Source: an optimization exercise on an open RTL-to-GDS flow (aim: small area and a short achievable clock period). Production flows keep margins and buffers that such runs may drop.
Only simulation tests tie the RTL to the original design; equivalence was not proved.
Power figures rest on the tool's default switching activity, not on a simulated workload.

`flow/design.v`:
```
`default_nettype none
module pkt_fifo #(
    parameter int fifo_depth = 32,
    parameter int data_w     = 32
) (
    input  wire                            clk,
    input  wire                            rst,
    input  wire                            wr_sop,
    input  wire                            wr_eop,
    input  wire                            wr_vld,
    input  wire  [data_w-1:0]              wr_data,
    output logic                           rd_sop,
    output logic                           rd_eop,
    output logic                           rd_vld,
    output logic [data_w-1:0]              rd_data,
    input  wire                            rd_next,
    output logic [$clog2(fifo_depth):0]    free_words,
    output logic                           pkt_avail
);
    localparam int aw = $clog2(fifo_depth);
    logic [data_w+2:0] mem [fifo_depth];
    logic [aw:0] wptr;
    logic [aw:0] rptr;
    logic [aw:0] used;
    logic [aw:0] pkt_cnt;
    logic empty;
    logic head_vld;
    logic wr_eop_ev;
    logic rd_eop_ev;
    assign used  = wptr - rptr;
    assign empty = (wptr == rptr);
    assign free_words = (aw+1)'(fifo_depth) - used;
    assign {rd_sop, rd_eop, head_vld, rd_data} = mem[rptr[aw-1:0]];
    assign rd_vld = head_vld && !empty;
    assign wr_eop_ev = wr_vld && wr_eop;
    assign rd_eop_ev = rd_next && rd_eop;
    assign pkt_avail = (pkt_cnt != '0);
    always_ff @(posedge clk) begin
        if (wr_vld) begin
            mem[wptr[aw-1:0]] <= {wr_sop, wr_eop, wr_vld, wr_data};
        end
    end
    always_ff @(posedge clk) begin
        if (rst) begin
            wptr <= '0;
            rptr <= '0;
        end else begin
            if (wr_vld) begin
                wptr <= wptr + 1'b1;
            end
            if (rd_next) begin
                rptr <= rptr + 1'b1;
            end
        end
    end
    always_ff @(posedge clk) begin
        if (rst) begin
            pkt_cnt <= '0;
        end else begin
            case ({wr_eop_ev, rd_eop_ev})
                2'b10:   pkt_cnt <= pkt_cnt + 1'b1;
                2'b01:   pkt_cnt <= pkt_cnt - 1'b1;
                default: pkt_cnt <= pkt_cnt;
            endcase
        end
    end
endmodule
`default_nettype wire
`default_nettype none
module pkt_classifier #(
    parameter int num_prio = 4,
    parameter int data_w   = 32,
    parameter int len_w    = 8
) (
    input  wire                        clk,
    input  wire                        rst,
    input  wire                        in_sop,
    input  wire                        in_eop,
    input  wire                        in_vld,
    input  wire  [data_w-1:0]          in_data,
    input  wire  [num_prio-1:0]        prio_en,
    input  wire  [num_prio*len_w-1:0]  free_words,
    output logic [num_prio-1:0]        q_vld,
    output logic                       drop
);
    logic [2:0]       hdr_prio;
    logic [len_w-1:0] hdr_len;
    logic keep_now;
    logic keep_cur;
    logic [2:0] sel_cur;
    logic             in_pkt;
    logic             keep_q;
    logic [2:0]       sel_q;
    logic [len_w-1:0] len_q;
    logic [len_w-1:0] word_cnt;
    assign hdr_prio = in_data[data_w-1 -: 3];
    assign hdr_len  = in_data[data_w-4 -: len_w];
    always_comb begin
        keep_now = 1'b0;
        for (int i = 0; i < num_prio; i++) begin
            if (hdr_prio == 3'(i)) begin
                keep_now = prio_en[i] && (free_words[i*len_w +: len_w] >= hdr_len);
            end
        end
    end
    assign keep_cur = in_sop ? keep_now : (in_pkt && keep_q);
    assign sel_cur  = in_sop ? hdr_prio : sel_q;
    for (genvar g = 0; g < num_prio; g++) begin : g_steer
        assign q_vld[g] = in_vld && keep_cur && (sel_cur == 3'(g));
    end
    always_ff @(posedge clk) begin
        if (rst) begin
            in_pkt   <= 1'b0;
            keep_q   <= 1'b0;
            sel_q    <= '0;
            len_q    <= '0;
            word_cnt <= '0;
            drop     <= 1'b0;
        end else begin
            drop <= in_vld && in_sop && !keep_now;
            if (in_vld) begin
                if (in_sop) begin
                    keep_q   <= keep_now;
                    sel_q    <= hdr_prio;
                    len_q    <= hdr_len;
                    word_cnt <= len_w'(1);
                end else begin
                    word_cnt <= word_cnt + 1'b1;
                end
                in_pkt <= in_sop ? !in_eop : (in_pkt && !in_eop);
            end
        end
    end
endmodule
`default_nettype wire
`default_nettype none
module strict_sched #(
    parameter int num_prio = 4,
    parameter int data_w   = 32
) (
    input  wire                        clk,
    input  wire                        rst,
    input  wire  [num_prio-1:0]        pkt_avail,
    input  wire  [num_prio-1:0]        head_sop,
    input  wire  [num_prio-1:0]        head_eop,
    input  wire  [num_prio-1:0]        head_vld,
    input  wire  [num_prio*data_w-1:0] head_data,
    output logic [num_prio-1:0]        q_next,
    input  wire                        out_ready,
    output logic                       out_sop,
    output logic                       out_eop,
    output logic                       out_vld,
    output logic [data_w-1:0]          out_data,
    output logic                       fwd
);
    localparam int sel_w = $clog2(num_prio);
    logic             busy;
    logic [sel_w-1:0] grant;
    logic [sel_w-1:0] hi_idx;
    logic             take;
    always_comb begin
        hi_idx = '0;
        for (int i = 0; i < num_prio; i++) begin
            if (pkt_avail[i]) begin
                hi_idx = sel_w'(i);
            end
        end
    end
    for (genvar g = 0; g < num_prio; g++) begin : g_head
        assign q_next[g] = take && (grant == sel_w'(g));
    end
    assign out_vld  = busy && head_vld[grant];
    assign out_sop  = head_sop[grant];
    assign out_eop  = head_eop[grant];
    assign out_data = head_data[grant*data_w +: data_w];
    assign take = out_vld && out_ready;
    always_ff @(posedge clk) begin
        if (rst) begin
            busy  <= 1'b0;
            grant <= '0;
            fwd   <= 1'b0;
        end else begin
            fwd <= take && out_eop;
            if (!busy) begin
                if (|pkt_avail) begin
                    busy  <= 1'b1;
                    grant <= hi_idx;
                end
            end else if (take && out_eop) begin
                busy <= 1'b0;
            end
        end
    end
endmodule
`default_nettype wire
`default_nettype none
module pq_regs #(
    parameter int num_prio = 4,
    parameter int data_w   = 32,
    parameter int addr_w   = 4,
    parameter int cnt_w    = 16
) (
    input  wire                 clk,
    input  wire                 rst,
    input  wire                 psel,
    input  wire                 penable,
    input  wire                 pwrite,
    input  wire  [addr_w-1:0]   paddr,
    input  wire  [data_w-1:0]   pwdata,
    output logic [data_w-1:0]   prdata,
    output logic                pready,
    output logic                pslverr,
    input  wire                 drop,
    input  wire                 fwd,
    input  wire  [num_prio-1:0] pkt_avail,
    output logic [num_prio-1:0] prio_en
);
    localparam logic [addr_w-1:0] reg_ctrl     = 4'h0;
    localparam logic [addr_w-1:0] reg_status   = 4'h4;
    localparam logic [addr_w-1:0] reg_drop_cnt = 4'h8;
    localparam logic [addr_w-1:0] reg_fwd_cnt  = 4'hc;
    logic [cnt_w-1:0] drop_cnt;
    logic [cnt_w-1:0] fwd_cnt;
    logic access;
    logic mapped;
    logic wr_ctrl;
    logic wr_drop;
    logic wr_fwd;
    assign access = psel && penable;
    assign pready = 1'b1;
    assign mapped = (paddr == reg_ctrl) || (paddr == reg_status) ||
                    (paddr == reg_drop_cnt) || (paddr == reg_fwd_cnt);
    assign pslverr = access && !mapped;
    assign wr_ctrl = access && pwrite && (paddr == reg_ctrl);
    assign wr_drop = access && pwrite && (paddr == reg_drop_cnt);
    assign wr_fwd  = access && pwrite && (paddr == reg_fwd_cnt);
    always_comb begin
        case (paddr)
            reg_ctrl:     prdata = data_w'(prio_en);
            reg_status:   prdata = data_w'(pkt_avail);
            reg_drop_cnt: prdata = data_w'(drop_cnt);
            reg_fwd_cnt:  prdata = data_w'(fwd_cnt);
            default:      prdata = '0;
        endcase
    end
    always_ff @(posedge clk) begin
        if (rst) begin
            prio_en <= '1;
        end else if (wr_ctrl) begin
            prio_en <= pwdata[num_prio-1:0];
        end
    end
    always_ff @(posedge clk) begin
        if (rst) begin
            drop_cnt <= '0;
        end else if (wr_drop) begin
            drop_cnt <= cnt_w'(drop);
        end else if (drop && (drop_cnt != '1)) begin
            drop_cnt <= drop_cnt + 1'b1;
        end
    end
    always_ff @(posedge clk) begin
        if (rst) begin
            fwd_cnt <= '0;
        end else if (wr_fwd) begin
            fwd_cnt <= cnt_w'(fwd);
        end else if (fwd && (fwd_cnt != '1)) begin
            fwd_cnt <= fwd_cnt + 1'b1;
        end
    end
endmodule
`default_nettype wire
`default_nettype none
module pq_top #(
    parameter int num_prio   = 4,
    parameter int fifo_depth = 32
) (
    input  wire           clk,
    input  wire           rst,
    input  wire           in_sop,
    input  wire           in_eop,
    input  wire           in_vld,
    input  wire  [31:0]   in_data,
    output logic          out_sop,
    output logic          out_eop,
    output logic          out_vld,
    output logic [31:0]   out_data,
    input  wire           out_ready,
    input  wire           psel,
    input  wire           penable,
    input  wire           pwrite,
    input  wire  [3:0]    paddr,
    input  wire  [31:0]   pwdata,
    output logic [31:0]   prdata,
    output logic          pready,
    output logic          pslverr
);
    localparam int data_w = 32;
    localparam int len_w  = 8;
    localparam int fw_w   = $clog2(fifo_depth) + 1;
    logic [num_prio-1:0]        wr_vld;
    logic [num_prio-1:0]        rd_sop;
    logic [num_prio-1:0]        rd_eop;
    logic [num_prio-1:0]        rd_vld;
    logic [num_prio*data_w-1:0] rd_data;
    logic [num_prio-1:0]        rd_next;
    logic [num_prio-1:0]        prio_en;
    logic [num_prio-1:0]        pkt_avail;
    logic [fw_w-1:0]            fifo_free [num_prio];
    logic [num_prio*len_w-1:0]  cls_free;
    logic                       drop;
    logic                       fwd;
    pq_regs #(.num_prio(num_prio)) i_regs (
        .clk(clk), .rst(rst),
        .psel(psel), .penable(penable), .pwrite(pwrite),
        .paddr(paddr), .pwdata(pwdata),
        .prdata(prdata), .pready(pready), .pslverr(pslverr),
        .drop(drop), .fwd(fwd), .pkt_avail(pkt_avail), .prio_en(prio_en)
    );
    pkt_classifier #(.num_prio(num_prio)) i_cls (
        .clk(clk), .rst(rst),
        .in_sop(in_sop), .in_eop(in_eop), .in_vld(in_vld), .in_data(in_data),
        .prio_en(prio_en), .free_words(cls_free), .q_vld(wr_vld), .drop(drop)
    );
    for (genvar g = 0; g < num_prio; g++) begin : g_fifo
        pkt_fifo #(.fifo_depth(fifo_depth)) i_fifo (
            .clk(clk), .rst(rst),
            .wr_sop(in_sop), .wr_eop(in_eop), .wr_vld(wr_vld[g]), .wr_data(in_data),
            .rd_sop(rd_sop[g]), .rd_eop(rd_eop[g]), .rd_vld(rd_vld[g]),
            .rd_data(rd_data[g*data_w +: data_w]), .rd_next(rd_next[g]),
            .free_words(fifo_free[g]), .pkt_avail(pkt_avail[g])
        );
        assign cls_free[g*len_w +: len_w] = (fifo_free[g] >= fw_w'(2**len_w - 1)) ? '1
                                                                              : len_w'(fifo_free[g]);
    end
    strict_sched #(.num_prio(num_prio)) i_sched (
        .clk(clk), .rst(rst),
        .pkt_avail(pkt_avail),
        .head_sop(rd_sop), .head_eop(rd_eop), .head_vld(rd_vld), .head_data(rd_data),
        .q_next(rd_next), .out_ready(out_ready),
        .out_sop(out_sop), .out_eop(out_eop), .out_vld(out_vld),
        .out_data(out_data), .fwd(fwd)
    );
endmodule
`default_nettype wire
```
`flow/run.sh`:
```
#!/bin/bash
# synth_recipe.tcl (not shown) runs the flow's synth.tcl, then flattens the netlist and writes it again
# the make line also repeats each setting of config.mk as NAME=value (left out here)
make -C /OpenROAD-flow-scripts/flow DESIGN_CONFIG=/design/flow/config.mk WORK_HOME=/design/flow/orfs CLKGATE_MAP_FILE= SYNTH_SCRIPT=/design/flow/synth_recipe.tcl finish
```
`flow/config.mk`:
```
export PLATFORM = sky130hd
export DESIGN_NAME = pq_top
export DESIGN_NICKNAME = pq_top
export VERILOG_FILES = /design/flow/design.v
export SDC_FILE = /design/flow/constraint.sdc
export NUM_CORES = 4
export LEC_CHECK = 0
export CAP_MARGIN = 20
export CORE_MARGIN = 2
export CORE_UTILIZATION = 40
export SLEW_MARGIN = 20
```
`flow/constraint.sdc`:
```
create_clock -name core_clock -period 8.0 [get_ports {clk}]
set_input_delay 1.6000 -clock core_clock [delete_from_list [all_inputs] [get_ports {clk}]]
set_output_delay 1.6000 -clock core_clock [all_outputs]
set_load 0.01 [all_outputs]
```
==> results.env <==
POST_DRT_WL_PER_CELL_UM=31.2
CLKTRANSATPATHREGS_NS=0.06
CTSROOTBUFFERMASTER='clkbuf_16'
FIRST_GLOBAL_VIAS=83050
PLACE.GP.CONGESTION=0.823
GRT_OVERFLOW=0
SETUP.WORST_PATH.CLASS='flop to output pin'
PORT_BUFFERS=100
FINAL.PERIOD_UTILIZATION_PCT=91.4
TIMING.SETUP.TNS_NS=0
RELATIVE_CONTRIBUTION_OF_SEQUENTIAL_CELLS_TO_TOTAL_POWER_PCT=55.5
IO-PIN-COUNT=146
SYNTH.CELL_AREA_MM2=0.175
SYNTH-EDFF-COUNT=4352
SEQ_AREA_FRAC_SYNTH_PCT=76.5
WORSTSETUPSTARTPOINTTYPE='flop'
CHIPWIDTH_UM=665
FINALMAXSLEWVIOLATIONS=0
PEAKVDDDROP_V=0.000195
CELLPOWERDENSITY_mW_PER_MM2=234
SYNTHDOMINANTCELLAREASHARE_PCT=74.9
REPORT.FINAL.SETUP_VIOL=0
CRIT_FANOUT=79
SYNTH_CELLS=7585
INITIAL_CORE_UTIL_PCT=40.2
MAXCAPVIOLCOUNT=0
ROUTE.DETAILED.VIAS_PER_INST=5.73
PIN_SLEW_WITH_THE_LEAST_HEADROOM_TO_ITS_LIMIT_NS=1.25
SHARE_OF_POST_ROUTE_CELLS_WITH_DRIVE_STRENGTH_ABOVE_1_PCT=29.2
DESIGN_AREA_MM2=0.199
WORSTSETUPENDPOINTTYPE='output pin'
FINAL-HOLD-VIOLATION-COUNT=0
GLOBALROUTETOTALUTIL_PCT=19.7
PLACE_AREA_MM2=0.185
DRT.ANTENNA.VIOLATING_NETS=0
SYNTH-ASYNC-RESET-RATIO_PCT=0
CTS-ROOT-TO-SINK-BUFFERS=4
UNREPAIRED_SETUP_ENDPOINTS_AFTER_GLOBAL_ROUTING='false'
TOTALWIRELENGTH_UM=442000
CTS_RESIZED=0
FMAX_MHz=137
COUNT_OF_YOSYS_WARNINGS_DURING_SYNTHESIS=6
FINAL_COMMON_CELL='edfxtp_1'
REMAINING_DRC_ERRORS=0
NUMPLACEDINSTANCES=13334
WIRELENGTH_MET1_UM=178000
P_SW_mW=9.23
LAYOUT.CELLS.MOST_COMMON_LIST='edfxtp_1 (4352), mux4_2 (1321), clkbuf_16 (445), buf_4 (308), mux2i_1 (197)'
INSERTION_DELAY_NS=1.00
NETLIST.TOP_CELL.BY_AREA='edfxtp_1'
DRTITER0DRC=9335
DETAILEDPLACEMENTHPWL_UM=254000
TIMING.FINAL.CRIT_PERIOD_NS=7.31
NUM_ROWS=242
WIRE_LENGTH_OF_THE_FIRST_GLOBAL_ROUTING_PASS_UM=621000
CTS_TREE='yes'
DRT_PRE_ANTENNA_ITERS=7
CLOCK_POWER_SHARE_PCT=43.2
CTS-HOLD-FIX-BUFFERS=0
CORE_MM2=0.435
SYNTH-MAIN-FF-CELL='edfxtp_1'
DETAILROUTE.VIA_COUNT=81223
MAX_SLEW_MARGIN_PCT=15.8
SWSHARE_PCT=19.9
ROUTE.MET2.WL_UM=222000
SYNTH.AVG_CELL_AREA_UM2=23.0
NUM-NETS-FINAL=8236
P_INT_mW=37.2
DIEAREA_MM2=0.442
TOTAL_LEAKAGE_POWER_nW=58.7
SYNTH.FF_LATCH_COUNT=4490
FINAL_CELL_COUNT_NO_FILL=14168
CTS_SETUP_BUFFERS=0
RUN_STATUS='no timing/DRC/antenna violations'
SYNTH_CELL_TYPE_COUNT=66
COMBINATIONALPOWERSHARE_PCT=1.2
WORST_CLOCK_SKEW_NS=0.0609
HIGHEST-SIGNAL-LAYER='met5'
DIE-HEIGHT_UM=665
NUMBER_OF_ANTENNA_VIOLATIONS_AT_THE_FIRST_CHECK_IN_GLOBAL_ROUTING=23
HTREE_NUM_LEVELS=5
AREA_DELTA_SYNTH_FINAL_PCT=13.8
CTS.SINK_COUNT=4490
CTS_MADE_BUFFERS=439
WORSTPATHARRIVAL_NS=5.71
MET3_WIRELENGTH_UM=28200
WORST-ENDPOINT-REQUIRED_NS=6.40
YOSYS-TOP-CELLS-AREA='edfxtp_1 (75%), mux4_2 (17%), dfxtp_1 (1.6%)'
HOLDCRITPATHCLASS='flop to flop'
GRT_MAX_DEGREE=110
[worst max-delay path: stages (launching register included)]
cell and delay (ns):
dfxtp_4 0.94, buf_4 0.59, buf_12 0.54, mux4_2 0.59
mux4_2 0.49, mux2i_1 0.15, o22a_1 0.33, o221ai_1 0.34
clkdlybuf4s50_1 0.60
[final timing paths]
path / start / endpoint / slack [ns] / cells after the start
min: i_cls.sel_q[2] / i_cls.sel_q[2] / 0.46 / 2
min reg2reg: i_cls.sel_q[2] / i_cls.sel_q[2] / 0.46 / 2
max reg2reg: g_fifo[2].i_fifo.wptr[1] / g_fifo[1].i_fifo.mem[21][5] / 1.12 / 19
max: flop / out_data[2] / 0.69 / 8
[cell usage after synthesis, types with 37 or more instances]
library cell,n
mux4_2,1321
clkbuf_1,209
a21oi_1,105
edfxtp_1,4352
mux2i_1,201
dfxtp_1,138
nor2_1,261
nand3_1,84
nand2_1,81
buf_2,128
ha_1,110
xor2_1,47
buf_1,37
inv_1,69
[layer usage]
| metal | vias up | track usage [%] |
|---|---|---|
| met5 | - | 0 |
| met4 | 2 | 6.15 |
| met3 | 564 | 2.70 |
| met2 | 2965 | 33.3 |
| met1 | 44450 | 26.6 |
| li1 | 33242 | - |
[cell families after synthesis]
kind of cell	after synthesis	synth area share (%)
AND/OR/NAND/NOR	589	1.64
flip-flops	4490	76.5
adder cells (fa/ha/maj)	118	0.880
XOR/XNOR	81	0.406
buffers and inverters	474	1.18
multiplexers	1526	18.2
other	2	0.00430
AO/OA/AOI/OAI	305	1.20
[power by group through the flow]
stage	clock network, mW	registers [mW]	logic (mW)
after global placement	0	26.3	0.530
final	20.1	25.8	0.570
after detailed placement	0	26.3	0.573
after global routing	21.3	25.8	0.609
after CTS	20.5	25.8	0.572
after floorplan	0	26.3	0.0759
[sequential cells by signal, indices dropped and copies added (netlist names), named ones only]
name	flops
g_fifo.i_fifo.mem	4352
g_fifo.i_fifo.pkt_cnt	24
g_fifo.i_fifo.rptr	24
g_fifo.i_fifo.wptr	24
i_regs.drop_cnt	16
i_regs.fwd_cnt	16
i_regs.prio_en	4
i_cls.sel_q	3
i_sched.grant	2
i_cls.drop	1
i_cls.in_pkt	1
i_cls.keep_q	1
i_sched.busy	1
i_sched.fwd	1
[through the flow]
| stage | utilization [%] | power, mW | hold WS, ns | setup WS [ns] |
|---|---|---|---|---|
| after CTS | 45.7 | 46.8 | 0.463 | 0.526 |
| final | 45.7 | 46.4 | 0.465 | 0.688 |
| after global placement | 42.5 | 26.8 | 0.443 | 0.923 |
| after global routing | 45.7 | 47.7 | 0.497 | 0.385 |
| after detailed placement | 42.5 | 26.8 | 0.455 | 0.857 |
| after floorplan | - | 26.4 | 0.436 | 2.36 |
[layout make-up]
cell class	count	area, um2
repair buffers	405	3590
clock inverters	246	2280
fillers	35370	236000
well taps	5734	7170
multi-input cells	2636	40100
clock buffers	562	11600
diodes	26	65.1
inverters	69	259
flip-flops and latches	4490	134000

==> static timing again, ports no longer ideal <==
The flow's constraints put no driver on any port. The routed layout listed below was extracted and timed again, unchanged, in two steps.
Step 1, drivers: a clkbuf_16 drives clk and a buf_2 each remaining input, both assumed.
Step 2 times the ports against the registers' clock, not the clock port: input delays grow and output delays shrink by t, the midpoint of the rising clock arrivals with the driver on.
Slacks: no drivers / after step 1 / after step 2; pairs: no drivers / after step 1.
t (ns): 1.089
setup WS [ns]: 0.688 / 0.568 / 0.825
latest minus earliest clock arrival (ns): 0.064 / 0.064
worst slew at a driven data input, ns: 0.37
cell pins on the clock port's net: 1
After both steps setup and hold are still met in this run. The setup slack of this run moves by -0.120 ns with the drivers and by +0.137 ns with both steps.
